What follows belongs to an exercise in optimizing a design on an open flow for small area, a short achievable clock period and few clock cycles per item; a production flow would make more cautious choices.
Where RTL was checked, it was by simulation tests only, not by an equivalence proof against the original.
The RTL of run 2 was laid out without a check of its function.
No activity file was given, so power comes from the tool's default toggle rates.

--- design/flow/run.sh ---
#!/bin/bash
# synth_recipe.tcl (not shown) runs the flow's synth.tcl, then flattens the netlist and writes it again
# the make line also repeats each setting of config.mk as NAME=value (left out here)
make -C /OpenROAD-flow-scripts/flow DESIGN_CONFIG=/design/flow/config.mk WORK_HOME=/design/flow/orfs CLKGATE_MAP_FILE= SYNTH_SCRIPT=/design/flow/synth_recipe.tcl finish
--- design/flow/config.mk ---
export PLATFORM = sky130hd
export DESIGN_NAME = weight_stream_source
export DESIGN_NICKNAME = weight_stream_source
export VERILOG_FILES = /design/flow/design.v
export SDC_FILE = /design/flow/constraint.sdc
export NUM_CORES = 4
export LEC_CHECK = 0
export CAP_MARGIN = 20
export CORE_MARGIN = 2
export CORE_UTILIZATION = 45
export CTS_CLUSTER_DIAMETER = 80
export CTS_CLUSTER_SIZE = 24
export SETUP_SLACK_MARGIN = 2.0
export SLEW_MARGIN = 20
--- design/flow/constraint.sdc ---
create_clock -name core_clock -period 4.0 [get_ports {ap_clk}]
set_input_delay 0.8000 -clock core_clock [delete_from_list [all_inputs] [get_ports {ap_clk}]]
set_output_delay 0.8000 -clock core_clock [all_outputs]
set_load 0.01 [all_outputs]
--- design/flow/design.v ---
module weight_stream_source #(
    parameter int DATA_WIDTH = 32,
    parameter int DEPTH      = 64,
    parameter int ADDR_WIDTH = $clog2(DEPTH),
    parameter int REP_WIDTH  = 16
) (
    input  logic                  ap_clk,
    input  logic                  ap_rst_n,
    input  logic                  wr_en,
    input  logic [ADDR_WIDTH-1:0] wr_addr,
    input  logic [DATA_WIDTH-1:0] wr_data,
    input  logic                  start,
    input  logic [REP_WIDTH-1:0]  num_reps,
    output logic                  busy,
    output logic                  done,
    output logic [DATA_WIDTH-1:0] weights_V_tdata,
    output logic                  weights_V_tvalid,
    input  logic                  weights_V_tready,
    output logic                  weights_V_tlast
);
    localparam int DW = DATA_WIDTH;
    localparam int AW = ADDR_WIDTH;
    localparam int LW = AW / 2;
    localparam int HW = AW - LW;
    localparam int NL = 1 << LW;
    localparam int NH = 1 << HW;
    localparam int TW = 2;
    localparam int TS = 1 << TW;
    localparam int NT = DEPTH / TS;
    logic                 busy_q, done_q, vld_q, last_q, fin_q, loading_q, lastpass_q;
    logic                 act_q;     
    logic                 busy_d, done_d;
    logic [AW-1:0]        n_q;       
    logic [REP_WIDTH-1:0] left_q;    
    logic [DEPTH-1:0][DW-1:0] ring;
    logic [AW-1:0]            ph_q;     
    logic [NL-1:0]            olo_q;    
    logic [NH-1:0]            ohi_q;    
    logic [AW-1:0]            rp_q;     
    logic [AW-1:0]            rpm_q;    
    logic [AW-1:0]            phm_q;    
    logic [NT-1:0]            tsel_q;   
    logic [NT-1:0]            tseln_q;  
    logic                     tap_q;    
    logic [TW-1:0]            pad_q;    
    logic                     tail_q;   
    logic [TW-1:0]            tcnt_q;
    logic [NL-1:0]            wlo_q;    
    logic [NH-1:0]            whi_q;
    logic [DW-1:0]            wdat_q;   
    logic [DW-1:0]            wdatn_q;
    logic [NL-1:0]            klo_q;    
    logic [NH-1:0]            khi_q;    
    logic                     fwd_q;    
    logic [DW-1:0]            dat_q;
    logic idle, accept, nz, ld, ld_any, pop, wrap, fwd_in, fwd_d, wtake, cy;
    logic [AW-1:0]    ph_d, o_d, rp_d, rpm_d;
    logic [NT-1:0]    tdec;
    logic [NL-1:0]    alo, slo;
    logic [NH-1:0]    ahi, shi0, shi1, shi;
    logic [DEPTH-1:0] wsel, keep;
    logic [DW-1:0]    rd_ring, rd;
    assign idle   = !act_q;
    assign accept = idle && start;
    assign nz     = (num_reps != '0);
    assign pop    = vld_q && weights_V_tready;
    assign ld_any = tap_q && (accept || (loading_q && (!vld_q || weights_V_tready)));
    assign ld     = ld_any && (nz || !accept);
    assign wrap   = (n_q == AW'(DEPTH - 1));
    assign ph_d = phm_q;
    assign o_d  = ph_d - AW'(2);
    always_ff @(posedge ap_clk) begin
        ph_q  <= ph_d;
        phm_q <= ph_d - AW'(1);
        for (int i = 0; i < NL; i++) olo_q[i] <= (o_d[LW-1:0] == LW'(i));
        for (int i = 0; i < NH; i++) ohi_q[i] <= (o_d[AW-1:LW] == HW'(i));
    end
    assign wtake = wr_en && idle;
    assign fwd_d = wtake && (wr_addr == AW'(ld));
    always_comb begin
        for (int i = 0; i < NL; i++) alo[i] = (wr_addr[LW-1:0] == LW'(i));
        for (int i = 0; i < NH; i++) ahi[i] = (wr_addr[AW-1:LW] == HW'(i));
        slo = '0;
        cy  = 1'b0;
        for (int i = 0; i < NL; i++)
            for (int j = 0; j < NL; j++) begin
                if (alo[i] && olo_q[j]) slo[(i + j) % NL] = 1'b1;
                if (alo[i] && olo_q[j] && (i + j >= NL)) cy = 1'b1;
            end
        shi0 = '0;
        shi1 = '0;
        for (int i = 0; i < NH; i++)
            for (int j = 0; j < NH; j++)
                if (ahi[i] && ohi_q[j]) begin
                    shi0[(i + j) % NH]     = 1'b1;
                    shi1[(i + j + 1) % NH] = 1'b1;
                end
        shi = cy ? shi1 : shi0;
    end
    always_ff @(posedge ap_clk) begin
        wlo_q   <= wtake ? slo : '0;
        whi_q   <= shi;
        wdat_q  <= wr_data;
        wdatn_q <= ~wr_data;
        fwd_q   <= fwd_d;
        klo_q   <= ~(wtake ? slo : '0);
        khi_q   <= ~shi;
    end
    always_comb begin
        for (int p = 0; p < DEPTH; p++) begin
            wsel[p] = wlo_q[p % NL] && whi_q[p / NL];
            keep[p] = klo_q[p % NL] || khi_q[p / NL];
        end
    end
    for (genvar p = 0; p < DEPTH; p++) begin : g_ring
        always_ff @(posedge ap_clk) begin
            ring[p] <= ~(((p[0] ? wdat_q : wdatn_q) | {DW{keep[p]}})
                       & (ring[(p + 1) % DEPTH] | {DW{wsel[p]}}));
        end
    end
    always_comb begin
        if (ld)        rp_d = rp_q;
        else if (idle) rp_d = phm_q;
        else           rp_d = rpm_q;
        if (ld)        rpm_d = rpm_q;
        else if (idle) rpm_d = phm_q - AW'(1);
        else           rpm_d = rpm_q - AW'(1);
        for (int j = 0; j < NT; j++) begin
            if (ld)        tdec[j] = (rp_q == AW'(j * TS));
            else if (idle) tdec[j] = (phm_q == AW'(j * TS));
            else           tdec[j] = (rpm_q == AW'(j * TS));
        end
    end
    always_ff @(posedge ap_clk) begin
        rp_q  <= rp_d;
        rpm_q <= rpm_d;
        tap_q <= (rp_d[TW-1:0] == '0);
        for (int j = 0; j < NT; j++) begin
            tsel_q[j]  <= tdec[j] && !fwd_d;
            tseln_q[j] <= !tdec[j] || fwd_d;
        end
    end
    always_comb begin
        rd_ring = '0;
        for (int j = 0; j < NT; j++)
            rd_ring = rd_ring | ({{(DW - DW / 2){!tseln_q[j]}}, {(DW / 2){tsel_q[j]}}} & ring[j * TS]);
        rd_ring = rd_ring | ({DW{fwd_q}} & wdat_q);
    end
    assign fwd_in = accept && wr_en && (wr_addr == '0);
    assign rd     = fwd_in ? wr_data : rd_ring;
    always_ff @(posedge ap_clk or negedge ap_rst_n) begin
        if (!ap_rst_n) dat_q <= '0;
        else if (ld_any) dat_q <= rd;
    end
    assign done_d = (accept && !nz) || (pop && fin_q && (pad_q == '0))
                 || (tail_q && (tcnt_q == TW'(1)));
    assign busy_d = (accept && nz) || (busy_q && !done_q);
    always_ff @(posedge ap_clk or negedge ap_rst_n) begin
        if (!ap_rst_n) begin
            busy_q     <= 1'b0;
            done_q     <= 1'b0;
            act_q      <= 1'b0;
            vld_q      <= 1'b0;
            last_q     <= 1'b0;
            fin_q      <= 1'b0;
            loading_q  <= 1'b0;
            lastpass_q <= 1'b0;
            n_q        <= '0;
            left_q     <= '0;
            pad_q      <= '0;
            tail_q     <= 1'b0;
            tcnt_q     <= '0;
        end else begin
            if (accept) pad_q <= ~rp_q[TW-1:0];
            done_q <= done_d;
            busy_q <= busy_d;
            act_q  <= busy_d || done_d;
            if (pop && fin_q && (pad_q != '0)) begin
                tail_q <= 1'b1;
                tcnt_q <= pad_q;
            end else if (tail_q) begin
                tcnt_q <= tcnt_q - TW'(1);
                if (tcnt_q == TW'(1)) tail_q <= 1'b0;
            end
            vld_q <= ld || (vld_q && !weights_V_tready);
            if (ld) begin
                last_q <= wrap;
                fin_q  <= wrap && lastpass_q;
                n_q    <= n_q + AW'(1);
            end else if (pop) begin
                last_q <= 1'b0;
            end
            if (accept) begin
                loading_q  <= nz;
                left_q     <= num_reps;
                lastpass_q <= (num_reps == REP_WIDTH'(1));
            end else if (ld && wrap) begin
                if (lastpass_q) loading_q <= 1'b0;
                left_q     <= left_q - REP_WIDTH'(1);
                lastpass_q <= (left_q == REP_WIDTH'(2));
            end
        end
    end
    assign weights_V_tdata  = dat_q;
    assign weights_V_tvalid = vld_q;
    assign weights_V_tlast  = last_q;
    assign busy             = busy_q;
    assign done             = done_q;
endmodule
==> reports/metrics.yaml, run 1 <==
yosysSeqAreaShare_pct: 66.0
synth.most_common_cell: "dfxtp_1"
grt.overflow.total: 0
hold-worst-slack_ns: 0.0970
wl_per_cell_um: 37.7
worst_pin_slew_ns: 1.25
postSynth.asyncResetShare_pct: 2.94
cp_data_required_time_ns: 3.20
yosys_warnings: 1
synth_area_um2: 69800
path_class: "register to output port"
die_height_um: 398
place_area_um2: 72100
timing.rr.start: "wlo_q[5]"
clk_pin_slew_worst_paths_ns: 0.10
slew_viol_final: 0
critPathMaxFanout: 2
gp_congestion: 1.03
synthFlopType: "dfxtp_1"
cts_buffers: 109
cts_tree: "done"
drtAntennaViolNets: 0
ff_latch_area_um2: 46200
areaGrowthSynthToFinish_pct: 9.79
wl_um: 305000
root_buffer: "clkbuf_16"
syn_nets: 6405
pwr_density_cell_nw_per_um2: 607
max-cap-violations: 0
hpwl_um: 186000
initial_core_util_pct: 45.3
netlist.top_cell.by_area: "dfxtp_1"
synth_common_cells: "dfxtp_1 (2202), o22ai_1 (2052), clkbuf_1 (780)"
synth-edff-count: 10
antenna_found_initial: 13
nets: 6053
setup_viol: 0
multiInputGateArea_um2: 21000
port_buffers: 94
grt_setup_unrepaired: "yes"
fp.dieW_um: 398
placementRows: 144
setup_slack_ns: 1.76
max_freq_mhz: 447
critPathCaptureType: "output port"
clock_sinks: 2279
status: "timing/DRC/antenna clean"
htreeDepth: 3
fill_cells: 13900
critPathBufInv: 1
dpl_worst_slack_ns: 0.620
postCtsHoldBufs: 0
synth_cell_type_count: 73
timing.critical_path.cells: "buf_6"
irDropWorstVdd_v: 0.000397
critPathLaunchType: "register"
drive_gt1_share_pct: 12.3
grt_pass1_wl_um: 414000
cp_slowest_cell: "dfrtp_2"
crit_family: "flip-flops"
core_area_um2: 154000
max_stage_delay_ns: 0.47
finalHoldViolCount: 0
final_area_um2: 76600
insertion_delay_ns: 0.82
drt_iter0_drc: 9292
via_count: 57300
hold_path.class: "input pin to asynchronous set/reset pin"
synth.area.top_cells: "dfxtp_1 (63%), o22ai_1 (18%), clkbuf_1 (4.2%)"
fin_crit_ns: 2.24
p_leak_uw: 0.0304
cp-startpoint: "dat_q[25]"
postSynthAreaPerCell_um2: 11.0
grt_pass1_vias: 53400
drtPass1Iterations: 9
boundaryPins: 95
grt_start_max_net_pins: 49
skew_ns: 0.0442
drc: 0
r2r_cells: 3
die_area_um2: 158000
synth_seq_cells: 2279
slew_headroom_pct: 16.4
via_per_inst: 7.09
cts.path.max_buffers: 3
crit_arrival_ns: 1.44
fin_setup_tns_ns: 0
track_usage_pct: 36.6
fin_crit_sh_pct: 55.9
netlist_instances: 6334
cp_num_cells: 1
synth_top_area_share_pct: 63.2
## worst reg2reg max path: stages, from the launching register on
cell	delay (ns)
dfxtp_1	0.67
and2_1	0.78
buf_4	0.45
o22ai_1	0.15
## cell usage in the layout, fill, tap and decap left out, types with 18 or more instances in the layout
master	Yosys	final
inv_1	73	65
nor2b_1	131	128
o21ai_1	4	30
clkbuf_1	780	24
buf_4	0	227
o21ai_0	96	62
clkdlybuf4s50_1	0	37
nor3_1	39	18
nand4_1	45	45
a222oi_1	29	29
nand3_1	31	30
and2_1	84	28
dfrtp_1	67	55
a22o_1	23	23
mux2i_1	26	25
dfxtp_2	0	30
and2_2	0	25
buf_6	2	33
or2_4	0	40
clkbuf_16	0	117
buf_12	0	20
dfxtp_1	2202	2159
or2_2	64	24
o22ai_1	2052	2052
a2111oi_0	39	19
and2_4	0	31
nor2_1	44	39
nor3_2	0	19
a21oi_1	28	27
a22oi_1	92	90
nand2_1	92	89
## final timing paths
path,to,slack [ns]
max,weights_V_tdata[25],1.76
max reg2reg,ring[183],1.82
max in group asynchronous,dat_q[31],2.96
min,dat_q[10],0.1
min reg2reg,ring[1074],0.40
min in group core_clock,left_q[15],0.39
## what timing repair did
action                     in CTS  in global routing
buffers inserted               31                 16
setup endpoints to repair     551                473
resized for setup             307                167
pin swaps                      16                 19
cloned                          4                  9
## report_power, final
| part | total (uW) | internal, uW | switching, uW |
|---|---|---|---|
| registers | 27500 | 25600 | 1840 |
| logic | 6250 | 2880 | 3370 |
| clock network | 12800 | 5230 | 7530 |
| total | 46500 | 33700 | 12700 |
## flip-flops by register name (all words and copies together), names as in the netlist, 8 cells and up
signal / cells
wdatn_q: 32
wlo_q: 8
wdat_q: 32
olo_q: 8
dat_q: 32
left_q: 16
klo_q: 8
ohi_q: 8
tsel_q: 16
tseln_q: 16
whi_q: 8
khi_q: 8
ring: 2048
## layer usage
| layer | GRT usage [%] | vias to the layer above | share of wire, % |
|---|---|---|---|
| li1 | - | 23000 | - |
| met1 | 48.0 | 28600 | 38 |
| met2 | 52.4 | 4672 | 41 |
| met3 | 12.6 | 1043 | 14 |
| met4 | 20.8 | 14 | 6.6 |
| met5 | 0.333 | - | 0.056 |
## logic make-up (layout without fill, tap and decap cells)
| group | count (synthesis) | after routing | share of synthesized area [%] |
|---|---|---|---|
| AO/OA/AOI/OAI | 2463 | 2463 | 22.8 |
| XOR/XNOR | 30 | 30 | 0.377 |
| other | 0 | 17 | 0 |
| adder cells (fa/ha/maj) | 12 | 12 | 0.215 |
| flip-flops | 2279 | 2279 | 66.0 |
| buffers and inverters | 906 | 597 | 4.93 |
| multiplexers | 44 | 44 | 0.728 |
| AND/OR/NAND/NOR | 600 | 600 | 4.95 |
## area by class of cell
class                           count  area share (%)
Timing Repair Buffer              366            4.48
Clock inverter                     18           0.301
Sequential cell                  2279            60.3
Tap cell                         2044            3.34
Antenna cell                       17          0.0556
Clock buffer                      136            3.76
Multi-Input combinational cell   3149            27.4
Inverter                           77           0.420
## through the flow
stage | std cells | power, uW | utilization, %
3_3_place_gp | 7854 | 33300 | 46.8
6_report | 8086 | 46500 | 49.7
5_1_grt | 8069 | 47700 | 49.7
3_5_place_dp | 7854 | 33400 | 46.8
2_1_floorplan | 6334 | 30900 | -
4_1_cts | 8043 | 45800 | 49.2
Testbench counts, summed over its fixed seeds: cycles 15,864, items 15,296.
==> run 2: changes to the inputs <==
==> design/flow/design.v (replaced) <==
module weight_stream_source #(
    parameter int DATA_WIDTH = 32,
    parameter int DEPTH      = 64,
    parameter int ADDR_WIDTH = $clog2(DEPTH),
    parameter int REP_WIDTH  = 16
) (
    input  logic                  ap_clk,
    input  logic                  ap_rst_n,
    input  logic                  wr_en,
    input  logic [ADDR_WIDTH-1:0] wr_addr,
    input  logic [DATA_WIDTH-1:0] wr_data,
    input  logic                  start,
    input  logic [REP_WIDTH-1:0]  num_reps,
    output logic                  busy,
    output logic                  done,
    output logic [DATA_WIDTH-1:0] weights_V_tdata,
    output logic                  weights_V_tvalid,
    input  logic                  weights_V_tready,
    output logic                  weights_V_tlast
);
    typedef enum logic [1:0] {IDLE, STREAM, FIN} state_t;
    state_t state, state_nxt;
    logic [REP_WIDTH-1:0]  reps_q, rep;
    logic [ADDR_WIDTH-1:0] rd_addr;
    logic                  rd_all;
    logic                  ran;
    logic [DATA_WIDTH-1:0] mem [DEPTH];
    logic [DATA_WIDTH-1:0] rd_q;
    logic                  rd_vld_q, rd_last_q, rd_fin_q;
    logic [1:0][DATA_WIDTH-1:0] sk_data;
    logic [1:0]                 sk_last, sk_fin;
    logic                       sk_wp, sk_rp;
    logic [1:0]                 sk_cnt;
    logic       accept, push, pop, head_fin;
    logic       rd_en, rd_wrap, rd_final;
    logic [2:0] credit;
    assign accept   = (state == IDLE) && start;
    assign push     = rd_vld_q;
    assign pop      = weights_V_tvalid && weights_V_tready;
    assign head_fin = sk_fin[sk_rp];
    assign rd_wrap  = (rd_addr == ADDR_WIDTH'(DEPTH - 1));
    assign rd_final = rd_wrap && (rep == reps_q - REP_WIDTH'(1));
    assign credit = {1'b0, sk_cnt} + {2'b0, rd_vld_q} - {2'b0, pop};
    assign rd_en  = (state == STREAM) && !rd_all && (credit <= 3'd1);
    always_ff @(posedge ap_clk or negedge ap_rst_n) begin
        if (!ap_rst_n) state <= IDLE;
        else           state <= state_nxt;
    end
    always_comb begin
        state_nxt = state;
        case (state)
            IDLE:    if (start) state_nxt = (num_reps != '0) ? STREAM : FIN;
            STREAM:  if (pop && head_fin) state_nxt = FIN;
            FIN:     state_nxt = IDLE;
            default: state_nxt = IDLE;
        endcase
    end
    always_ff @(posedge ap_clk or negedge ap_rst_n) begin
        if (!ap_rst_n) begin
            reps_q  <= '0;
            rep     <= '0;
            rd_addr <= '0;
            rd_all  <= 1'b0;
            ran     <= 1'b0;
        end else if (accept) begin
            reps_q  <= num_reps;
            rep     <= '0;
            rd_addr <= '0;
            rd_all  <= 1'b0;
            ran     <= (num_reps != '0);
        end else begin
            if (rd_en) begin
                rd_addr <= rd_wrap ? '0 : rd_addr + ADDR_WIDTH'(1);
                if (rd_wrap)  rep    <= rep + REP_WIDTH'(1);
                if (rd_final) rd_all <= 1'b1;
            end
            if (state == FIN) ran <= 1'b0;
        end
    end
    always_ff @(posedge ap_clk) begin
        if (wr_en && (state == IDLE)) mem[wr_addr] <= wr_data;
        if (rd_en)                    rd_q <= mem[rd_addr];
    end
    always_ff @(posedge ap_clk or negedge ap_rst_n) begin
        if (!ap_rst_n) begin
            rd_vld_q  <= 1'b0;
            rd_last_q <= 1'b0;
            rd_fin_q  <= 1'b0;
        end else begin
            rd_vld_q  <= rd_en;
            rd_last_q <= rd_wrap;
            rd_fin_q  <= rd_final;
        end
    end
    always_ff @(posedge ap_clk or negedge ap_rst_n) begin
        if (!ap_rst_n) begin
            sk_data <= '0;
            sk_last <= '0;
            sk_fin  <= '0;
            sk_wp   <= 1'b0;
            sk_rp   <= 1'b0;
            sk_cnt  <= '0;
        end else begin
            if (push) begin
                sk_data[sk_wp] <= rd_q;
                sk_last[sk_wp] <= rd_last_q;
                sk_fin[sk_wp]  <= rd_fin_q;
                sk_wp          <= ~sk_wp;
            end
            if (pop) sk_rp <= ~sk_rp;
            sk_cnt <= sk_cnt + {1'b0, push} - {1'b0, pop};
        end
    end
    assign weights_V_tvalid = (sk_cnt != 2'd0);
    assign weights_V_tdata  = sk_data[sk_rp];
    assign weights_V_tlast  = weights_V_tvalid && sk_last[sk_rp];
    assign done             = (state == FIN);
    assign busy             = (state == STREAM) || ((state == FIN) && ran);
endmodule
--- a/design/flow/config.mk
+++ b/design/flow/config.mk
@@ -9,6 +9,3 @@
 export CORE_MARGIN = 2
-export CORE_UTILIZATION = 45
-export CTS_CLUSTER_DIAMETER = 80
-export CTS_CLUSTER_SIZE = 24
-export SETUP_SLACK_MARGIN = 2.0
+export CORE_UTILIZATION = 40
 export SLEW_MARGIN = 20
==> run 2 against run 1 <==
Compared with the run above:
- still clean on timing, DRC and antenna
- critical path depth grew 2
- sequential power is 3% lower
- register-to-register slack worse by 1.4 ns
- count of clock-buffer cells in the layout is 134 higher
- global-route usage is 17 points lower
- final cell count down 14%
- critical path type unchanged
- critical endpoint is now weights_V_tdata[28]
- highest routed layer unchanged
==> reports/metrics.yaml, run 2 <==
status: "timing/DRC/antenna clean"
postCtsSetupBuffers: 0  # -100%
largest_reg_flops: 2048  # unchanged
max_stage_delay_ns: 0.58  # +0.11 ns
p_sw_share_pct: 27.9  # +0.46 points
fin_crit_ns: 3.59  # +1.35 ns
drtAntennaViolNets: 0  # unchanged
yosysSeqAreaShare_pct: 77.4  # +11 points
synth.most_common_cell: "edfxtp_1"
cp_data_required_time_ns: 3.20  # about the same
clock_power_share_pct: 31.7  # +4.3 points
initial_core_util_pct: 40.3  # -5.0 points
cp_slowest_cell: "dfrtp_1"
grt_start_max_net_pins: 118  # +140%
synth_top_area_share_pct: 73.9  # +11 points
worst_pin_slew_ns: 1.08  # -0.170 ns
cts_tree: "done"
slew_viol_final: 0  # unchanged
root_buffer: "clkbuf_16"
cts_buffers: 215  # +97%
htreeDepth: 4  # +1
boundaryPins: 95  # unchanged
critPathMaxFanout: 28  # +26
synthFlopType: "edfxtp_1"
synth-edff-count: 2080  # +2070
drc: 0  # unchanged
cts.path.max_buffers: 3  # unchanged
critPathLaunchType: "register"
track_usage_pct: 19.4  # -17 points
nets: 4053  # -33%
hpwl_um: 119000  # -36%
clk_pin_slew_worst_paths_ns: 0.06  # -0.04 ns
skew_ns: 0.0447  # +0.000551 ns
port_buffers: 94  # unchanged
fp.dieW_um: 464  # +17%
top_regs: "mem: 2048 flops, rd_q: 32 flops"
cts.repair.resized: 0  # -100%
p_sw_uw: 17500  # +38%
place_area_um2: 91100  # +26%
pwr_density_cell_nw_per_um2: 641  # +5.6%
gp_congestion: 0.788  # -23%
areaGrowthSynthToFinish_pct: 16.1
via_count: 39800  # -31%
synth_area_um2: 84500  # +21%
wl_um: 209000  # -32%
clock_sinks: 2197  # -3.6%
setup_slack_ns: 0.414  # -1.35 ns
synth_seq_cells: 2197  # -3.6%
drtPass1Iterations: 5  # -4
wl_per_cell_um: 29.9  # -21%
synth.area.top_cells: "edfxtp_1 (74%), mux4_2 (16%), dfrtp_1 (3.5%)"
timing.rr.start: "sk_cnt[1]"
path_class: "register to output port"
power_frac_seq_pct: 42.3  # -17 points
postSynth.asyncResetShare_pct: 5.33  # +2.4 points
max_freq_mhz: 279  # -38%
cp-startpoint: "sk_rp"
r2r_cells: 14  # +11
fill_cells: 17200  # +24%
finalHoldViolCount: 0  # unchanged
final_area_um2: 98200  # +28%
postCtsHoldBufs: 0  # unchanged
fin_total_pwr_uw: 62900  # +35%
drive_gt1_share_pct: 32.9  # +21 points
critPathCaptureType: "output port"
placementRows: 168  # +17%
core_area_um2: 210000  # +36%
netlist.top_cell.by_area: "edfxtp_1"
timing.critical_path.cells: "buf_4, mux2_2, clkdlybuf4s50_1"
antenna_found_initial: 7  # -6
grt_pass1_wl_um: 299000  # -28%
mostFrequentLayoutCells: "edfxtp_1 (2080), mux4_2 (610), clkbuf_16 (217)"
die_area_um2: 215000  # +36%
fin_crit_sh_pct: 89.6  # +34 points
insertion_delay_ns: 0.84  # +0.02 ns
intPower_uw: 45400  # +35%
p_leak_uw: 0.0305  # +0.48%
die_height_um: 464  # +17%
postSynthAreaPerCell_um2: 23.2  # +110%
drt_iter0_drc: 4878  # -48%
grt_pass1_vias: 39800  # -25%
crit_arrival_ns: 2.79  # +1.35 ns
netlist_instances: 3646  # -42%
grt.overflow.total: 0  # unchanged
via_per_inst: 5.70  # -20%
hold_path.class: "input pin to asynchronous set/reset pin"
largest_register: "mem"
setup_viol: 0  # unchanged
syn_nets: 3711  # -42%
max-cap-violations: 0  # unchanged
final_common_cell: "edfxtp_1"
synth_cell_type_count: 57  # -22%
hold-worst-slack_ns: 0.0240  # -0.0730 ns
grt_setup_unrepaired: "no"
comb_power_share_pct: 26.0  # +13 points
dpl_worst_slack_ns: -0.0848  # -0.704 ns
slew_headroom_pct: 27.6  # +11 points
irDropWorstVdd_v: 0.000491  # +24%
synth_common_cells: "edfxtp_1 (2080), mux4_2 (610), mux2_2 (118)"
yosys_warnings: 1  # unchanged
run 2: changes by cell type in the layout (fill, tap and decap cells not counted), moves of 52 or more:
cell       delta
clkbuf_16   +100
dfrtp_1      +58
buf_12       +58
nor2b_1     -121
dfxtp_1    -2159
edfxtp_1   +2070
mux4_2      +607
nor2_4       +63
o22ai_1    -2021
inv_1        -52
a22oi_1      -89
mux2_2      +106
buf_4        -64
run 2: final cells by class:
class | count | area, um^2 | area share (%)
sequential | 2197 | 65400 | 66.6
multi-input combinational | 1246 | 18800 | 19.1
clock buffer | 270 | 5660 | 5.77
tap | 2805 | 3510 | 3.58
timing repair buffer | 313 | 3450 | 3.52
clock inverter | 137 | 1300 | 1.32
inverter | 15 | 56.3 | 0.0574
antenna | 2 | 5.00 | 0.00510
run 2: final timing paths:
| check | end | slack (ns) |
|---|---|---|
| worst min-delay path | reps_q[8] | 0.02 |
| min in group core_clock | mem[6][29] | 0.38 |
| worst max register to register | rep[10] | 0.43 |
| max in group asynchronous | rd_addr[2] | 3.45 |
| worst max-delay path | weights_V_tdata[28] | 0.41 |
| worst min register to register | rd_all | 0.50 |
run 2: worst max-delay path: cells and delay by family (launching register included):
kind,cells,cell delay [ns]
buffers and inverters,2,0.95
flip-flops,1,0.58
multiplexers,1,0.41
run 2: power groups by stage:
stage               clock, uW  combinational, uW  sequential, uW
finish                  20000              16300           26600
floorplan                   0              10600           26700
detailed placement          0              16600           27100
CTS                     20400              16600           26600
global placement            0              16500           27100
global route            21200              17300           26700
run 2: logic make-up after synthesis:
family / synth area share (%)
AOI/OAI and AO/OA: 1.06
xor gates and xnor gates: 0.414
adders and majority gates: 0.0977
buffers and inverters: 1.01
DFF: 77.4
muxes: 18.5
and+or+nand+nor: 1.52
run 2: routing by layer:
metal | routed length (um) | vias up | track usage (%)
li1 | - | 16200 | -
met1 | 90400 | 21900 | 28.6
met2 | 98700 | 1431 | 29.9
met3 | 14800 | 258 | 3.38
met4 | 4550 | 4 | 4.90
met5 | 34 | - | 0
run 2: stage by stage:
step                      setup TNS [ns]  utilization, %  instances
final                                  0            46.8       6985
after global routing                   0            46.8       6983
after CTS                              0            46.8       6982
after detailed placement          -0.248            43.4       6575
after global placement            -0.336            43.4       6574
after floorplan                        0               -       3646

[afterwards: timing with drivers on the ports]
In the flow no input, the clock included, has a driving cell. The finished layouts below were timed again as built, in two steps.
Step 1, drivers: a clkbuf_16 drives ap_clk and a buf_2 each remaining input, both assumed.
Step 2 adds t to the input delays and takes it off the output delays; t is the mean of the earliest and latest rising clock arrival at the registers after step 1. Input paths then give back, and output paths get back, about the clock's delay inside the block.
a / b / c = ideal ports / drivers / drivers and shift; a / b = the first two.
| run | t (ns) | setup WS [ns] | hold WS [ns] | slew at the worst register clock pin (ns) |
|---|---|---|---|---|
| run 1 | 0.889 | 1.762 / 1.674 / 1.193 | 0.097 / 0.032 / 0.400 | 0.10 / 0.10 |
| run 2 | 0.903 | 0.414 / 0.331 / -0.128 | 0.024 / -0.027 / 0.500 | 0.07 / 0.07 |
With both steps, setup timing fails in run 2, where it was met with ideal ports. The setup slack of run 1, which loses most, moves by -0.088 ns with the drivers and by -0.569 ns with both steps.
